Context: an optimization exercise on an open-source flow, tuned for small area, a short achievable clock period and few clock cycles per item. The choices shown serve that exercise and are no tape-out recipe. Where RTL was checked, it was by simulation tests only, not by an equivalence proof against the original. Function not checked in runs 2 and 3: the RTL went through the layout flow alone.

==> flow/design.v (outline; a module is shown in full before it is edited, if it fits) <==
// module qubit_measure: 4301 lines
// module qm_fa: 10 lines
// module qm_ha: 9 lines
// module qm_bsel: 10 lines
module qubit_measure (
    input  logic               clk,
    input  logic               rst,
    input  logic               in_valid,
    output logic               in_ready,
    input  logic signed [15:0] in_alpha,
    input  logic signed [15:0] in_beta,
    output logic               out_valid,
    input  logic               out_ready,
    output logic               out_bit,
    output logic [15:0]        out_alpha,
    output logic [15:0]        out_beta,
    output logic               out_err
);
  // ...
==> flow/flow/run.sh <==
#!/bin/bash
set -euo pipefail
export SETUP_SLACK_MARGIN=7.6
export POST_SYNTH_TCL="$(pwd)/flow/downsize.tcl"
bash standard.sh > standard.log 2>&1
==> flow/flow/downsize.tcl <==
# Run after synthesis (POST_SYNTH_TCL): set every combinational cell that
# synthesis gave a drive strength above 1 to its drive-1 variant. The timing
# repair later sizes up what the critical paths need. Registers keep their
# cell type and size.
set n 0
foreach inst [get_cells *] {
  set m [get_property $inst ref_name]
  if {[regexp {^(sky130_fd_sc_hd__[a-z0-9]+)_([0-9]+)$} $m -> base sz] && $sz > 1} {
    if {[regexp {df|dl|sdf|edf|conb|clkbuf|clkinv|clkdly|tap|fill|decap} $base]} { continue }
    set cand "${base}_1"
    if {[llength [get_lib_cells -quiet */$cand]] > 0} {
      replace_cell $inst $cand
      incr n
    }
  }
}
puts "downsize: $n cells set to drive strength 1"
==> flow/standard.sh <==
#!/bin/bash
# synth_recipe.tcl (not shown) runs the flow's synth.tcl, then flattens the netlist and writes it again
# the make line also repeats each setting of config.mk as NAME=value (left out here)
make -C /OpenROAD-flow-scripts/flow DESIGN_CONFIG=/design/flow/config.mk WORK_HOME=/design/flow/orfs CLKGATE_MAP_FILE= SYNTH_SCRIPT=/design/flow/synth_recipe.tcl "${@:-finish}"
==> flow/config.mk <==
export PLATFORM = sky130hd
export DESIGN_NAME = qubit_measure
export DESIGN_NICKNAME = qubit_measure
export VERILOG_FILES = /design/flow/design.v
export SDC_FILE = /design/flow/constraint.sdc
export NUM_CORES = 4
export LEC_CHECK = 0
export CAP_MARGIN = 20
export CORE_MARGIN = 2
export CORE_UTILIZATION = 45
export CTS_BUF_LIST = sky130_fd_sc_hd__clkbuf_8
export CTS_CLUSTER_DIAMETER = 80
export CTS_CLUSTER_SIZE = 12
export PLACE_DENSITY = 0.75
export SLEW_MARGIN = 20
export SYNTH_HIERARCHICAL = 1
export SYNTH_MINIMUM_KEEP_SIZE = 0
==> flow/constraint.sdc <==
create_clock -name core_clock -period 11.0 [get_ports {clk}]
set_input_delay 2.2000 -clock core_clock [delete_from_list [all_inputs] [get_ports {clk}]]
set_output_delay 2.2000 -clock core_clock [all_outputs]
set_load 0.01 [all_outputs]
==> impl_metrics.csv, run 1 <==
group,metric,value,unit
routing,drtIter0Drc,1737,
grt,grt_start_max_net_pins,39,
floorplanning,die_w,252,um
layout,seqAreaFraction,26.2,%
critical_path,endpoint,"xb_q[23]$_DFF_P_",
layout,inv_count,140,
layout,design_area,30500,um^2
critical_path,critical_path_depth,9,
layout,multi_input_area_share,63.0,%
layout,fin_util,49.7,%
place,post-place-ws,6.71,ns
clocking,clock_latency,0.64,ns
routing,drt_drc_violations_left,0,
clocking,clkSinkCount,391,
layout,top_regs,"xa_q (40), xb_q (40), t_q (32)",
clocking,cts_buffer_depth,3,
critical_path,crit_family,"adder cells",
grt,gr-usage-met2,35.4,%
critical_path,path_cells,"buf_12 > buf_4 > a22oi_2 > xnor2_1 > fa_1 > fa_1 > fa_2 > fa_1 > fa_1",
grt,grt_first_pass_wirelength,108000,um
routing,ant_nets,0,
layout,nets,3188,
outcome,outcome,"timing/DRC/antenna clean",
Testbench counts, summed over its fixed seeds: cycles 2,088, items 2,048.
==> run 2, diff against run 1 <==
--- a/flow/design.v
+++ b/flow/design.v
@@ -2237,18 +2237,16 @@
     logic cp2182;
     logic cg2183;
     logic cp2184;
     logic cg2185;
     logic cp2186;
     logic cg2187;
     logic cp2188;
     logic xc_q;
-    logic [39:0] xa_q;
-    logic [39:0] xb_q;
     logic cg2189;
     logic cp2190;
     logic cg2191;
     logic cp2192;
     logic cg2193;
     logic cp2194;
     logic cg2195;
     logic cp2196;
@@ -2355,16 +2353,19 @@
     logic cg2297;
     logic cp2298;
     logic cg2299;
     logic cp2300;
     logic cg2301;
     logic cp2302;
     logic cg2303;
     logic cp2304;
+    logic [19:0] xg_q;
+    logic [19:0] xp_q;
+    logic xt_q;
     logic cg2305;
     logic cp2306;
     logic cg2307;
     logic cp2308;
     logic cg2309;
     logic cp2310;
     logic cg2311;
     logic cp2312;
@@ -4050,199 +4051,200 @@
     assign cg2181 = cg2173 | (cp2174 & cg2171);
     assign cp2182 = cp2174 & cp2172;
     assign cg2183 = cg2177 | (cp2178 & cg2175);
     assign cp2184 = cp2178 & cp2176;
     assign cg2185 = cg2181 | (cp2182 & cg2179);
     assign cp2186 = cp2182 & cp2180;
     assign cg2187 = cg2185 | (cp2186 & cg2183);
     assign cp2188 = cp2186 & cp2184;
-    assign cg2189 = xa_q[0] & xb_q[0];
-    assign cp2190 = xa_q[0] | xb_q[0];
-    assign cg2191 = xa_q[1] & xb_q[1];
-    assign cp2192 = xa_q[1] | xb_q[1];
-    assign cg2193 = xa_q[2] & xb_q[2];
-    assign cp2194 = xa_q[2] | xb_q[2];
-    assign cg2195 = xa_q[3] & xb_q[3];
-    assign cp2196 = xa_q[3] | xb_q[3];
-    assign cg2197 = xa_q[4] & xb_q[4];
-    assign cp2198 = xa_q[4] | xb_q[4];
-    assign cg2199 = xa_q[5] & xb_q[5];
-    assign cp2200 = xa_q[5] | xb_q[5];
-    assign cg2201 = xa_q[6] & xb_q[6];
-    assign cp2202 = xa_q[6] | xb_q[6];
-    assign cg2203 = xa_q[7] & xb_q[7];
-    assign cp2204 = xa_q[7] | xb_q[7];
-    assign cg2205 = xa_q[8] & xb_q[8];
-    assign cp2206 = xa_q[8] | xb_q[8];
-    assign cg2207 = xa_q[9] & xb_q[9];
-    assign cp2208 = xa_q[9] | xb_q[9];
-    assign cg2209 = xa_q[10] & xb_q[10];
-    assign cp2210 = xa_q[10] | xb_q[10];
-    assign cg2211 = xa_q[11] & xb_q[11];
-    assign cp2212 = xa_q[11] | xb_q[11];
-    assign cg2213 = xa_q[12] & xb_q[12];
-    assign cp2214 = xa_q[12] | xb_q[12];
-    assign cg2215 = xa_q[13] & xb_q[13];
-    assign cp2216 = xa_q[13] | xb_q[13];
-    assign cg2217 = xa_q[14] & xb_q[14];
-    assign cp2218 = xa_q[14] | xb_q[14];
-    assign cg2219 = xa_q[15] & xb_q[15];
-    assign cp2220 = xa_q[15] | xb_q[15];
-    assign cg2221 = xa_q[16] & xb_q[16];
-    assign cp2222 = xa_q[16] | xb_q[16];
-    assign cg2223 = xa_q[17] & xb_q[17];
-    assign cp2224 = xa_q[17] | xb_q[17];
-    assign cg2225 = xa_q[18] & xb_q[18];
-    assign cp2226 = xa_q[18] | xb_q[18];
-    assign cg2227 = xa_q[19] & xb_q[19];
-    assign cp2228 = xa_q[19] | xb_q[19];
-    assign cg2229 = xa_q[20] & xb_q[20];
-    assign cp2230 = xa_q[20] | xb_q[20];
-    assign cg2231 = xa_q[21] & xb_q[21];
-    assign cp2232 = xa_q[21] | xb_q[21];
-    assign cg2233 = xa_q[22] & xb_q[22];
-    assign cp2234 = xa_q[22] | xb_q[22];
-    assign cg2235 = xa_q[23] & xb_q[23];
-    assign cp2236 = xa_q[23] | xb_q[23];
-    assign cg2237 = xa_q[24] & xb_q[24];
-    assign cp2238 = xa_q[24] | xb_q[24];
-    assign cg2239 = xa_q[25] & xb_q[25];
-    assign cp2240 = xa_q[25] | xb_q[25];
-    assign cg2241 = xa_q[26] & xb_q[26];
-    assign cp2242 = xa_q[26] | xb_q[26];
-    assign cg2243 = xa_q[27] & xb_q[27];
-    assign cp2244 = xa_q[27] | xb_q[27];
-    assign cg2245 = xa_q[28] & xb_q[28];
-    assign cp2246 = xa_q[28] | xb_q[28];
-    assign cg2247 = xa_q[29] & xb_q[29];
-    assign cp2248 = xa_q[29] | xb_q[29];
-    assign cg2249 = xa_q[30] & xb_q[30];
-    assign cp2250 = xa_q[30] | xb_q[30];
-    assign cg2251 = xa_q[31] & xb_q[31];
-    assign cp2252 = xa_q[31] | xb_q[31];
-    assign cg2253 = xa_q[32] & xb_q[32];
-    assign cp2254 = xa_q[32] | xb_q[32];
-    assign cg2255 = xa_q[33] & xb_q[33];
-    assign cp2256 = xa_q[33] | xb_q[33];
-    assign cg2257 = xa_q[34] & xb_q[34];
-    assign cp2258 = xa_q[34] | xb_q[34];
-    assign cg2259 = xa_q[35] & xb_q[35];
-    assign cp2260 = xa_q[35] | xb_q[35];
-    assign cg2261 = xa_q[36] & xb_q[36];
-    assign cp2262 = xa_q[36] | xb_q[36];
-    assign cg2263 = xa_q[37] & xb_q[37];
-    assign cp2264 = xa_q[37] | xb_q[37];
-    assign cg2265 = xa_q[38] & xb_q[38];
-    assign cp2266 = xa_q[38] | xb_q[38];
-    assign cg2267 = cg2189 | (cp2190 & xc_q);
-    assign cp2268 = cp2190 & 1'b0;
-    assign cg2269 = cg2193 | (cp2194 & cg2191);
-    assign cp2270 = cp2194 & cp2192;
-    assign cg2271 = cg2197 | (cp2198 & cg2195);
-    assign cp2272 = cp2198 & cp2196;
-    assign cg2273 = cg2201 | (cp2202 & cg2199);
-    assign cp2274 = cp2202 & cp2200;
-    assign cg2275 = cg2205 | (cp2206 & cg2203);
-    assign cp2276 = cp2206 & cp2204;
-    assign cg2277 = cg2209 | (cp2210 & cg2207);
-    assign cp2278 = cp2210 & cp2208;
-    assign cg2279 = cg2213 | (cp2214 & cg2211);
-    assign cp2280 = cp2214 & cp2212;
-    assign cg2281 = cg2217 | (cp2218 & cg2215);
-    assign cp2282 = cp2218 & cp2216;
-    assign cg2283 = cg2221 | (cp2222 & cg2219);
-    assign cp2284 = cp2222 & cp2220;
-    assign cg2285 = cg2225 | (cp2226 & cg2223);
-    assign cp2286 = cp2226 & cp2224;
-    assign cg2287 = cg2229 | (cp2230 & cg2227);
-    assign cp2288 = cp2230 & cp2228;
-    assign cg2289 = cg2233 | (cp2234 & cg2231);
-    assign cp2290 = cp2234 & cp2232;
-    assign cg2291 = cg2237 | (cp2238 & cg2235);
-    assign cp2292 = cp2238 & cp2236;
-    assign cg2293 = cg2241 | (cp2242 & cg2239);
-    assign cp2294 = cp2242 & cp2240;
-    assign cg2295 = cg2245 | (cp2246 & cg2243);
-    assign cp2296 = cp2246 & cp2244;
-    assign cg2297 = cg2249 | (cp2250 & cg2247);
-    assign cp2298 = cp2250 & cp2248;
-    assign cg2299 = cg2253 | (cp2254 & cg2251);
-    assign cp2300 = cp2254 & cp2252;
-    assign cg2301 = cg2257 | (cp2258 & cg2255);
-    assign cp2302 = cp2258 & cp2256;
-    assign cg2303 = cg2261 | (cp2262 & cg2259);
-    assign cp2304 = cp2262 & cp2260;
-    assign cg2305 = cg2265 | (cp2266 & cg2263);
-    assign cp2306 = cp2266 & cp2264;
-    assign cg2307 = cg2269 | (cp2270 & cg2267);
-    assign cp2308 = cp2270 & cp2268;
-    assign cg2309 = cg2273 | (cp2274 & cg2271);
-    assign cp2310 = cp2274 & cp2272;
-    assign cg2311 = cg2277 | (cp2278 & cg2275);
-    assign cp2312 = cp2278 & cp2276;
-    assign cg2313 = cg2281 | (cp2282 & cg2279);
-    assign cp2314 = cp2282 & cp2280;
-    assign cg2315 = cg2285 | (cp2286 & cg2283);
-    assign cp2316 = cp2286 & cp2284;
-    assign cg2317 = cg2289 | (cp2290 & cg2287);
-    assign cp2318 = cp2290 & cp2288;
-    assign cg2319 = cg2293 | (cp2294 & cg2291);
-    assign cp2320 = cp2294 & cp2292;
-    assign cg2321 = cg2297 | (cp2298 & cg2295);
-    assign cp2322 = cp2298 & cp2296;
-    assign cg2323 = cg2301 | (cp2302 & cg2299);
-    assign cp2324 = cp2302 & cp2300;
-    assign cg2325 = cg2305 | (cp2306 & cg2303);
-    assign cp2326 = cp2306 & cp2304;
-    assign cg2327 = cg2309 | (cp2310 & cg2307);
-    assign cp2328 = cp2310 & cp2308;
-    assign cg2329 = cg2313 | (cp2314 & cg2311);
-    assign cp2330 = cp2314 & cp2312;
-    assign cg2331 = cg2317 | (cp2318 & cg2315);
-    assign cp2332 = cp2318 & cp2316;
-    assign cg2333 = cg2321 | (cp2322 & cg2319);
-    assign cp2334 = cp2322 & cp2320;
-    assign cg2335 = cg2325 | (cp2326 & cg2323);
-    assign cp2336 = cp2326 & cp2324;
-    assign cg2337 = cg2329 | (cp2330 & cg2327);
-    assign cp2338 = cp2330 & cp2328;
-    assign cg2339 = cg2333 | (cp2334 & cg2331);
-    assign cp2340 = cp2334 & cp2332;
-    assign cg2341 = cg2339 | (cp2340 & cg2337);
-    assign cp2342 = cp2340 & cp2338;
-    assign cg2343 = cg2335 | (cp2336 & cg2341);
-    assign cp2344 = cp2336 & cp2342;
+    assign cg2189 = xa[8] & xb[8];
+    assign cp2190 = xa[8] | xb[8];
+    assign cg2191 = xa[9] & xb[9];
+    assign cp2192 = xa[9] | xb[9];
+    assign cg2193 = cg2191 | (cp2192 & cg2189);
+    assign cp2194 = cp2192 & cp2190;
+    assign cg2195 = xa[10] & xb[10];
+    assign cp2196 = xa[10] | xb[10];
+    assign cg2197 = xa[11] & xb[11];
+    assign cp2198 = xa[11] | xb[11];
+    assign cg2199 = cg2197 | (cp2198 & cg2195);
+    assign cp2200 = cp2198 & cp2196;
+    assign cg2201 = xa[12] & xb[12];
+    assign cp2202 = xa[12] | xb[12];
+    assign cg2203 = xa[13] & xb[13];
+    assign cp2204 = xa[13] | xb[13];
+    assign cg2205 = cg2203 | (cp2204 & cg2201);
+    assign cp2206 = cp2204 & cp2202;
+    assign cg2207 = xa[14] & xb[14];
+    assign cp2208 = xa[14] | xb[14];
+    assign cg2209 = xa[15] & xb[15];
+    assign cp2210 = xa[15] | xb[15];
+    assign cg2211 = cg2209 | (cp2210 & cg2207);
+    assign cp2212 = cp2210 & cp2208;
+    assign cg2213 = xa[16] & xb[16];
+    assign cp2214 = xa[16] | xb[16];
+    assign cg2215 = xa[17] & xb[17];
+    assign cp2216 = xa[17] | xb[17];
+    assign cg2217 = cg2215 | (cp2216 & cg2213);
+    assign cp2218 = cp2216 & cp2214;
+    assign cg2219 = xa[18] & xb[18];
+    assign cp2220 = xa[18] | xb[18];
+    assign cg2221 = xa[19] & xb[19];
+    assign cp2222 = xa[19] | xb[19];
+    assign cg2223 = cg2221 | (cp2222 & cg2219);
+    assign cp2224 = cp2222 & cp2220;
+    assign cg2225 = xa[20] & xb[20];
+    assign cp2226 = xa[20] | xb[20];
+    assign cg2227 = xa[21] & xb[21];
+    assign cp2228 = xa[21] | xb[21];
+    assign cg2229 = cg2227 | (cp2228 & cg2225);
+    assign cp2230 = cp2228 & cp2226;
+    assign cg2231 = xa[22] & xb[22];
+    assign cp2232 = xa[22] | xb[22];
+    assign cg2233 = xa[23] & xb[23];
+    assign cp2234 = xa[23] | xb[23];
+    assign cg2235 = cg2233 | (cp2234 & cg2231);
+    assign cp2236 = cp2234 & cp2232;
+    assign cg2237 = xa[24] & xb[24];
+    assign cp2238 = xa[24] | xb[24];
+    assign cg2239 = xa[25] & xb[25];
+    assign cp2240 = xa[25] | xb[25];
+    assign cg2241 = cg2239 | (cp2240 & cg2237);
+    assign cp2242 = cp2240 & cp2238;
+    assign cg2243 = xa[26] & xb[26];
+    assign cp2244 = xa[26] | xb[26];
+    assign cg2245 = xa[27] & xb[27];
+    assign cp2246 = xa[27] | xb[27];
+    assign cg2247 = cg2245 | (cp2246 & cg2243);
+    assign cp2248 = cp2246 & cp2244;
+    assign cg2249 = xa[28] & xb[28];
+    assign cp2250 = xa[28] | xb[28];
+    assign cg2251 = xa[29] & xb[29];
+    assign cp2252 = xa[29] | xb[29];
+    assign cg2253 = cg2251 | (cp2252 & cg2249);
+    assign cp2254 = cp2252 & cp2250;
+    assign cg2255 = xa[30] & xb[30];
+    assign cp2256 = xa[30] | xb[30];
+    assign cg2257 = xa[31] & xb[31];
+    assign cp2258 = xa[31] | xb[31];
+    assign cg2259 = cg2257 | (cp2258 & cg2255);
+    assign cp2260 = cp2258 & cp2256;
+    assign cg2261 = xa[32] & xb[32];
+    assign cp2262 = xa[32] | xb[32];
+    assign cg2263 = xa[33] & xb[33];
+    assign cp2264 = xa[33] | xb[33];
+    assign cg2265 = cg2263 | (cp2264 & cg2261);
+    assign cp2266 = cp2264 & cp2262;
+    assign cg2267 = xa[34] & xb[34];
+    assign cp2268 = xa[34] | xb[34];
+    assign cg2269 = xa[35] & xb[35];
+    assign cp2270 = xa[35] | xb[35];
+    assign cg2271 = cg2269 | (cp2270 & cg2267);
+    assign cp2272 = cp2270 & cp2268;
+    assign cg2273 = xa[36] & xb[36];
+    assign cp2274 = xa[36] | xb[36];
+    assign cg2275 = xa[37] & xb[37];
+    assign cp2276 = xa[37] | xb[37];
+    assign cg2277 = cg2275 | (cp2276 & cg2273);
+    assign cp2278 = cp2276 & cp2274;
+    assign cg2279 = xa[38] & xb[38];
+    assign cp2280 = xa[38] | xb[38];
+    assign cg2281 = xa[39] & xb[39];
+    assign cp2282 = xa[39] | xb[39];
+    assign cg2283 = cg2281 | (cp2282 & cg2279);
+    assign cp2284 = cp2282 & cp2280;
+    assign cg2285 = xa[40] & xb[40];
+    assign cp2286 = xa[40] | xb[40];
+    assign cg2287 = xa[41] & xb[41];
+    assign cp2288 = xa[41] | xb[41];
+    assign cg2289 = cg2287 | (cp2288 & cg2285);
+    assign cp2290 = cp2288 & cp2286;
+    assign cg2291 = xa[42] & xb[42];
+    assign cp2292 = xa[42] | xb[42];
+    assign cg2293 = xa[43] & xb[43];
+    assign cp2294 = xa[43] | xb[43];
+    assign cg2295 = cg2293 | (cp2294 & cg2291);
+    assign cp2296 = cp2294 & cp2292;
+    assign cg2297 = xa[44] & xb[44];
+    assign cp2298 = xa[44] | xb[44];
+    assign cg2299 = xa[45] & xb[45];
+    assign cp2300 = xa[45] | xb[45];
+    assign cg2301 = cg2299 | (cp2300 & cg2297);
+    assign cp2302 = cp2300 & cp2298;
+    assign cg2303 = xa[46] & xb[46];
+    assign cp2304 = xa[46] | xb[46];
+    assign cg2305 = xg_q[0] | (xp_q[0] & xc_q);
+    assign cp2306 = xp_q[0] & 1'b0;
+    assign cg2307 = xg_q[2] | (xp_q[2] & xg_q[1]);
+    assign cp2308 = xp_q[2] & xp_q[1];
+    assign cg2309 = xg_q[4] | (xp_q[4] & xg_q[3]);
+    assign cp2310 = xp_q[4] & xp_q[3];
+    assign cg2311 = xg_q[6] | (xp_q[6] & xg_q[5]);
+    assign cp2312 = xp_q[6] & xp_q[5];
+    assign cg2313 = xg_q[8] | (xp_q[8] & xg_q[7]);
+    assign cp2314 = xp_q[8] & xp_q[7];
+    assign cg2315 = xg_q[10] | (xp_q[10] & xg_q[9]);
+    assign cp2316 = xp_q[10] & xp_q[9];
+    assign cg2317 = xg_q[12] | (xp_q[12] & xg_q[11]);
+    assign cp2318 = xp_q[12] & xp_q[11];
+    assign cg2319 = xg_q[14] | (xp_q[14] & xg_q[13]);
+    assign cp2320 = xp_q[14] & xp_q[13];
+    assign cg2321 = xg_q[16] | (xp_q[16] & xg_q[15]);
+    assign cp2322 = xp_q[16] & xp_q[15];
+    assign cg2323 = xg_q[18] | (xp_q[18] & xg_q[17]);
+    assign cp2324 = xp_q[18] & xp_q[17];
+    assign cg2325 = cg2307 | (cp2308 & cg2305);
+    assign cp2326 = cp2308 & cp2306;
+    assign cg2327 = cg2311 | (cp2312 & cg2309);
+    assign cp2328 = cp2312 & cp2310;
+    assign cg2329 = cg2315 | (cp2316 & cg2313);
+    assign cp2330 = cp2316 & cp2314;
+    assign cg2331 = cg2319 | (cp2320 & cg2317);
+    assign cp2332 = cp2320 & cp2318;
+    assign cg2333 = cg2323 | (cp2324 & cg2321);
+    assign cp2334 = cp2324 & cp2322;
+    assign cg2335 = cg2327 | (cp2328 & cg2325);
+    assign cp2336 = cp2328 & cp2326;
+    assign cg2337 = cg2331 | (cp2332 & cg2329);
+    assign cp2338 = cp2332 & cp2330;
+    assign cg2339 = xg_q[19] | (xp_q[19] & cg2333);
+    assign cp2340 = xp_q[19] & cp2334;
+    assign cg2341 = cg2337 | (cp2338 & cg2335);
+    assign cp2342 = cp2338 & cp2336;
+    assign cg2343 = cg2339 | (cp2340 & cg2341);
+    assign cp2344 = cp2340 & cp2342;
     always_ff @(posedge clk) begin
         a_q <= ~in_alpha;
         b_q <= ~in_beta;
         sa0_q <= {qac348, qac346, qac344, qac342, qac340, qac338, qac336, qac334, qac332, qac330, qac328, qac326, qac324, qac322, qac320, qac318, qac316, qac314, qac312, qac310, qac308, qac306, qac304, qac302, qac300, qac298, qac296, qas295, pp3, pp2, 1'b0, pp1};
         sb0_q <= {pp138, qas347, qas345, qas343, qas341, qas339, qas337, qas335, qas333, qas331, qas329, qas327, qas325, qas323, qas321, qas319, qas317, qas315, qas313, qas311, qas309, qas307, qas305, qas303, qas301, qas299, qas297, pp31, 1'b0, pp16, 1'b0, 1'b0};
         sm_q <= {qmc754, qmc752, qmc750, qmc748, qmc746, qmc744, qmc742, qmc740, qmc738, qmc736, qmc734, qmc732, qmc730, qmc728, qmc726, qmc724, qmc722, qmc720, qmc718, qmc716, qmc714, qmc712, qmc710, qmc708, qmc706, qmc704, qmc702, qmc700, qmc698, qms697, 1'b0, pp1};
         cm_q <= {qms755, qms753, qms751, qms749, qms747, qms745, qms743, qms741, qms739, qms737, qms735, qms733, qms731, qms729, qms727, qms725, qms723, qms721, qms719, qms717, qms715, qms713, qms711, qms709, qms707, qms705, qms703, qms701, qms699, pp350, 1'b0, pp349};
         sb1_q <= {pp486, qbs695, qbs693, qbs691, qbs689, qbs687, qbs685, qbs683, qbs681, qbs679, qbs677, qbs675, qbs673, qbs671, qbs669, qbs667, qbs665, qbs663, qbs661, qbs659, qbs657, qbs655, qbs653, qbs651, qbs649, qbs647, qbs645, pp379, 1'b0, pp364, 1'b0, 1'b0};
         zs_q <= (a_q == 16'hffff) && (b_q == 16'hffff);
         p0_q <= p0_d[30:0];
         t_q <= t_d;
         zt_q <= zs_q;
         zr_q <= zt_q;
         bg_q <= t_q[31];
         r15_q <= er15_q;
         xc_q <= cg2187;
-        xa_q <= xa[47:8];
-        xb_q <= xb[47:8];
+        xg_q <= {cg2303, cg2301, cg2295, cg2289, cg2283, cg2277, cg2271, cg2265, cg2259, cg2253, cg2247, cg2241, cg2235, cg2229, cg2223, cg2217, cg2211, cg2205, cg2199, cg2193};
+        xp_q <= {cp2304, cp2302, cp2296, cp2290, cp2284, cp2278, cp2272, cp2266, cp2260, cp2254, cp2248, cp2242, cp2236, cp2230, cp2224, cp2218, cp2212, cp2206, cp2200, cp2194};
+        xt_q <= xa[47] ^ xb[47];
     end
     always_ff @(posedge clk) begin
         v_q[1] <= acc & ~rst;
         v_q[2] <= v_q[1] & ~rst;
         v_q[3] <= v_q[2] & ~rst;
         v_q[4] <= v_q[3] & ~rst;
     end
     logic xsg;
-    assign xsg = xa_q[39] ^ xb_q[39] ^ cg2343;
+    assign xsg = xt_q ^ cg2343;
     assign res_bit = bg_q ? r15_q : (~zr_q & ~xsg);
     assign res_err = zr_q;
     logic rb_q, re_q;
     assign rb_q = res_bit;
     assign re_q = res_err;
     assign push = v_q[LAT];
     logic [D-1:0] qv_q, qb_q, qe_q;
     logic [D-1:0] sv, sb, se;
==> flow/config.mk (replaced) <==
export PLATFORM = sky130hd
export DESIGN_NAME = qubit_measure
export DESIGN_NICKNAME = qubit_measure
export VERILOG_FILES = /design/flow/design.v
export SDC_FILE = /design/flow/constraint.sdc
export NUM_CORES = 4
export LEC_CHECK = 0
export CAP_MARGIN = 20
export CORE_MARGIN = 2
export CORE_UTILIZATION = 40
export CTS_BUF_LIST = sky130_fd_sc_hd__clkbuf_8
export CTS_CLUSTER_DIAMETER = 100
export CTS_CLUSTER_SIZE = 15
export PLACE_DENSITY = 0.75
export SLEW_MARGIN = 20
export SYNTH_HIERARCHICAL = 1
export SYNTH_MINIMUM_KEEP_SIZE = 0
==> impl_metrics.csv, run 2 <==
group,metric,value,unit
layout,max_flop_register,"t_q",
floorplanning,fp-row-count,95,
sta,hold_viol_final,0,
sta,finalSetupViolCount,0,
grt,antenna_found_initial,1,
clocking,clkTransAtPathRegs,0.11,ns
min_path,hp-class,"flop to flop",
outcome,outcome,"timing/DRC/antenna clean",
grt,grt_pass1_vias,19700,
layout,nFillCells,6125,
grt,grt-ovfl-total,0,
layout,layout_commonest_cell,"fa_1",
critical_path,endpoint,"xg_q[7]$_DFF_P_",
sta,hold_slack,0.338,ns
layout,top_regs,"t_q (32), cm_q (31)",
sta,max_slew_margin,46.5,%
sta,tns,0,ns
yosys,synth.cell_area,27100,um^2
clocking,cts_root_buf,"clkbuf_8",
floorplanning,floorplan.initialDensity,40.4,%
yosys,netlist_instances,2452,
floorplanning,die_w,264,um
clocking,clkSinkCount,352,
place,dp_cells,3307,
clocking,postCtsHoldBufs,0,
routing,drt_drc_violations_left,0,
routing,vias_per_cell,5.56,
yosys,yosysWarnings,7,
critical_path,start_kind,"flop",
sta,finalCritPeriodShare,32.4,%
critical_path,cp.arrival,4.13,ns
grt,track_usage,19.0,%
routing,ant_nets,0,
clocking,clock_latency,0.68,ns
layout,nets,3156,
critical_path,path_max_fanout,9,
job,cap_violations,0,
place,hpwl,46100,um
critical_path,end_kind,"flop",
critical_path,path_class,"flop to flop",
place,routabilityCongestion,0.881,
routing,wl_per_cell,19.9,um
critical_path,ff2ff_setup_slack,7.43,ns
layout,seqCellArea,7270,um^2
clocking,cts_buffer_depth,3,
critical_path,worst_r2r_endpoint,"xg_q[7]$_DFF_P_",
clocking,cts-buffers-inserted,28,
layout,drive_gt1_share,9.75,%
sta,rsz0062_at_grt,"yes",
sta,fmax,0.280,GHz
sta,finClkSkew,0.0347,ns
clocking,cts_max_level,1,
grt,grt_start_max_net_pins,39,
layout,syn_to_final_growth,11.6,%
yosys,syn-mean-instance-area,11.0,um^2
layout,mostFrequentLayoutCells,"437 x fa_1, 320 x nor2_1, 280 x xnor2_1",
critical_path,cp.required,11.56,ns
place,port_buffers,41,
clocking,cts_tree,"done",
floorplanning,dieArea,69800,um^2
layout,final_cell_count_no_fill,3398,
critical_path,critPathLaunch,"e2_q[0]$_DFF_P_",
routing,first_pass_iters,5,
routing,wl,67500,um
critical_path,r2r_start,"e2_q[0]$_DFF_P_",
sta,drv_slew,0,
floorplanning,die_h,264,um
critical_path,rr_worst_depth,10,
floorplanning,coreArea,67000,um^2
sta,min_period,3.57,ns
floorplanning,ios,72,
sta,tightestPinTransition,0.794,ns
routing,drtIter0Drc,1562,
routing,vias,18900,
grt,grt_first_pass_wirelength,107000,um
layout,largest_reg_flops,32,
layout,multi_input_area,19500,um^2
-- run 2: worst max-delay path: stages, from the launching register on --
cell	delay (ns)
dfxtp_4	0.37
buf_12	0.15
a22oi_2	0.15
xnor2_1	0.12
fa_1	0.58
fa_1	0.44
fa_2	0.36
fa_1	0.58
fa_1	0.47
a21oi_1	0.17
nor2_1	0.07
-- run 2: through the flow --
step	area (um^2)	util (%)	worst slack, ns
6_report	30200	45.1	7.43
5_1_grt	30200	45.1	7.33
4_1_cts	29600	44.2	7.47
3_5_place_dp	28600	42.6	6.76
3_3_place_gp	28600	42.6	6.79
2_1_floorplan	27400	-	7.44
-- run 2: final cells by class --
type                       instances  share of cell area, %
antenna                            1                0.00828
sequential                       352                   24.1
multi-input combinational       1895                   64.4
tap                              873                   3.61
timing repair buffer             115                   4.74
clock inverter                     9                  0.290
inverter                         125                   1.58
clock buffer                      28                   1.28
-- run 2: metal layers --
metal	routed length, um	share of wire, %	GRT usage, %	vias up
li1	-	-	-	8270
met1	27500	41	25.3	9445
met2	31000	46	30.9	994
met3	5920	8.8	3.45	190
met4	3110	4.6	7.65	0
met5	0	0	0	-
-- run 2: worst min path at each step --
stage / slack (ns) / cells after the start / endpoint / start
after floorplan: 0.31 / 0 / bg_q$_DFF_P_ / t_q[31]$_DFF_P_
after global placement: 0.31 / 0 / zr_q$_DFF_P_ / zt_q$_DFF_P_
after CTS: 0.34 / 0 / zr_q$_DFF_P_ / zt_q$_DFF_P_
final: 0.34 / 0 / zr_q$_DFF_P_ / zt_q$_DFF_P_
after detailed placement: 0.31 / 0 / zr_q$_DFF_P_ / zt_q$_DFF_P_
after global routing: 0.35 / 0 / zr_q$_DFF_P_ / zt_q$_DFF_P_
-- run 2: timing repair --
action,4_1_cts,5_1_grt
hold endpoints to repair,0,0
pin swaps,7,17
setup endpoints to repair,62,46
buffers inserted,28,25
resized for setup,133,73
cloned,0,0
==> run 3, diff against run 2 <==
--- a/flow/config.mk
+++ b/flow/config.mk
@@ -10,5 +10,4 @@
 export CORE_UTILIZATION = 40
-export CTS_BUF_LIST = sky130_fd_sc_hd__clkbuf_8
 export CTS_CLUSTER_DIAMETER = 100
-export CTS_CLUSTER_SIZE = 15
+export CTS_CLUSTER_SIZE = 20
 export PLACE_DENSITY = 0.75
==> impl_metrics.csv, run 3 <==
group,metric,value,unit
outcome,outcome,"timing/DRC/antenna clean",
sta,rsz0062_at_grt,"yes",
sta,hold_viol_final,0,
job,cap_violations,0,
sta,finalCritPeriodShare,32.8,%
clocking,cts_buffer_depth,3,
yosys,syn-mean-instance-area,11.0,um^2
grt,grt-ovfl-total,0,
sta,tns,0,ns
yosys,yosysWarnings,7,
floorplanning,ios,72,
routing,vias,19000,
floorplanning,die_h,264,um
layout,seqCellArea,7260,um^2
yosys,synth.cell_area,27100,um^2
critical_path,path_max_fanout,5,
layout,largest_reg_flops,32,
place,routabilityCongestion,0.881,
sta,min_period,3.60,ns
layout,mostFrequentLayoutCells,"423 x fa_1, 319 x nor2_1, 278 x dfxtp_1",
layout,layout_commonest_cell,"fa_1",
floorplanning,dieArea,69800,um^2
routing,drtIter0Drc,1770,
critical_path,critPathLaunch,"e1_q[0]$_DFF_P_",
sta,max_slew_margin,39.3,%
clocking,clkTransAtPathRegs,0.08,ns
routing,ant_nets,0,
sta,drv_slew,0,
sta,finalSetupViolCount,0,
critical_path,endpoint,"xg_q[8]$_DFF_P_",
layout,nets,3158,
grt,grt_first_pass_wirelength,108000,um
critical_path,start_kind,"flop",
critical_path,worst_r2r_endpoint,"xg_q[8]$_DFF_P_",
layout,top_regs,"t_q (32), cm_q (31)",
routing,wl,68700,um
grt,grt_pass1_vias,19900,
critical_path,cp.required,11.46,ns
layout,nFillCells,6061,
floorplanning,fp-row-count,95,
sta,finClkSkew,0.0138,ns
sta,final.setup.worst_slack,7.40,ns
floorplanning,coreArea,67000,um^2
min_path,hp-class,"flop to flop",
clocking,clkSinkCount,352,
sta,fmax,0.278,GHz
grt,grt_start_max_net_pins,39,
floorplanning,floorplan.initialDensity,40.4,%
clocking,cts_max_level,1,
critical_path,end_kind,"flop",
place,post-place-ws,6.76,ns
routing,first_pass_iters,6,
floorplanning,die_w,264,um
critical_path,path_class,"flop to flop",
routing,wl_per_cell,20.2,um
grt,antenna_found_initial,0,
routing,drt_drc_violations_left,0,
layout,final_cell_count_no_fill,3401,
critical_path,rr_worst_depth,11,
yosys,netlist_instances,2452,
routing,vias_per_cell,5.58,
clocking,postCtsHoldBufs,0,
clocking,clock_latency,0.57,ns
place,hpwl,46100,um
layout,drive_gt1_share,11.0,%
place,dp_cells,3307,
critical_path,r2r_start,"e1_q[0]$_DFF_P_",
layout,syn_to_final_growth,13.0,%
layout,multi_input_area,19600,um^2
layout,max_flop_register,"t_q",
clocking,cts-buffers-inserted,22,
critical_path,ff2ff_setup_slack,7.40,ns
clocking,cts_root_buf,"clkbuf_16",
place,port_buffers,41,
clocking,cts_tree,"done",
sta,tightestPinTransition,0.901,ns
grt,track_usage,19.2,%
critical_path,cp.arrival,4.06,ns
==> run 3: worst min path at each step <==
stage	depth (start not counted)	slack, ns	from	end
after detailed placement	0	0.31	zt_q$_DFF_P_	zr_q$_DFF_P_
after CTS	0	0.33	zt_q$_DFF_P_	zr_q$_DFF_P_
after floorplan	0	0.31	t_q[31]$_DFF_P_	bg_q$_DFF_P_
after global routing	0	0.35	zt_q$_DFF_P_	zr_q$_DFF_P_
after global placement	0	0.31	zt_q$_DFF_P_	zr_q$_DFF_P_
final	0	0.33	zt_q$_DFF_P_	zr_q$_DFF_P_
==> run 3: worst max-delay path, cell delays in order (launching register included) <==
cell,delay (ns)
dfxtp_4,0.40
buf_12,0.14
buf_6,0.11
a22oi_2,0.18
xnor2_1,0.11
fa_1,0.52
fa_2,0.45
fa_2,0.36
fa_2,0.54
fa_2,0.44
a31oi_1,0.17
nor2_1,0.06
==> run 3: metal layers <==
metal / part of all wire (%) / up-vias / GRT usage, % / wire [um]
met1: 40 / 9487 / 25.5 / 27800
met4: 4.6 / 0 / 8.28 / 3140
met3: 9.0 / 188 / 3.47 / 6190
met5: 0 / - / 0 / 0
li1: - / 8279 / - / -
met2: 46 / 1012 / 31.0 / 31600
==> run 3: metrics by stage <==
stage          hold slack (ns)  util (%)  cell area, um^2
2_1_floorplan            0.310         -            27400
3_3_place_gp             0.312      42.6            28600
3_5_place_dp             0.313      42.6            28600
4_1_cts                  0.334      44.8            30000
5_1_grt                  0.346      45.6            30600
6_report                 0.334      45.6            30600
==> run 3: final cells by class <==
class	instances	area share (%)
antenna	1	0.00818
timing repair buffer	123	4.79
inverter	125	1.56
clock buffer	28	1.98
tap	873	3.57
sequential	352	23.7
clock inverter	4	0.188
multi-input combinational	1895	64.2
==> run 3: what timing repair did <==
action,in CTS,in global routing
cloned,1,0
gates resized for setup,151,73
pin swaps,35,32
endpoints found under the setup margin,62,52
setup buffers,35,25

## re-timing with driven ports
The flow's constraints put no driver on any port. The routed layouts listed below were extracted and timed again, unchanged, in two steps.
Step 1 sets driving cells, clkbuf_16 on the clock port and buf_2 on the other inputs (assumed; they add their load-dependent delay and slew).
Step 2 times the ports against the registers' clock, not the clock port: input delays grow and output delays shrink by t, the midpoint of the rising clock arrivals with the driver on.
Slacks: no drivers / after step 1 / after step 2; pairs: no drivers / after step 1.
run	shift t [ns]	setup slack, ns	latest minus earliest clock arrival (ns)
run 1	0.674	7.626 / 7.575 / 7.051	0.041 / 0.041
run 2	0.718	7.431 / 7.431 / 7.116	0.035 / 0.035
run 3	0.619	7.397 / 7.397 / 7.187	0.014 / 0.014
After both steps every run listed still meets setup and hold. For run 1, which loses most, drivers alone change the setup slack by -0.051 ns; drivers and shift together by -0.575 ns.
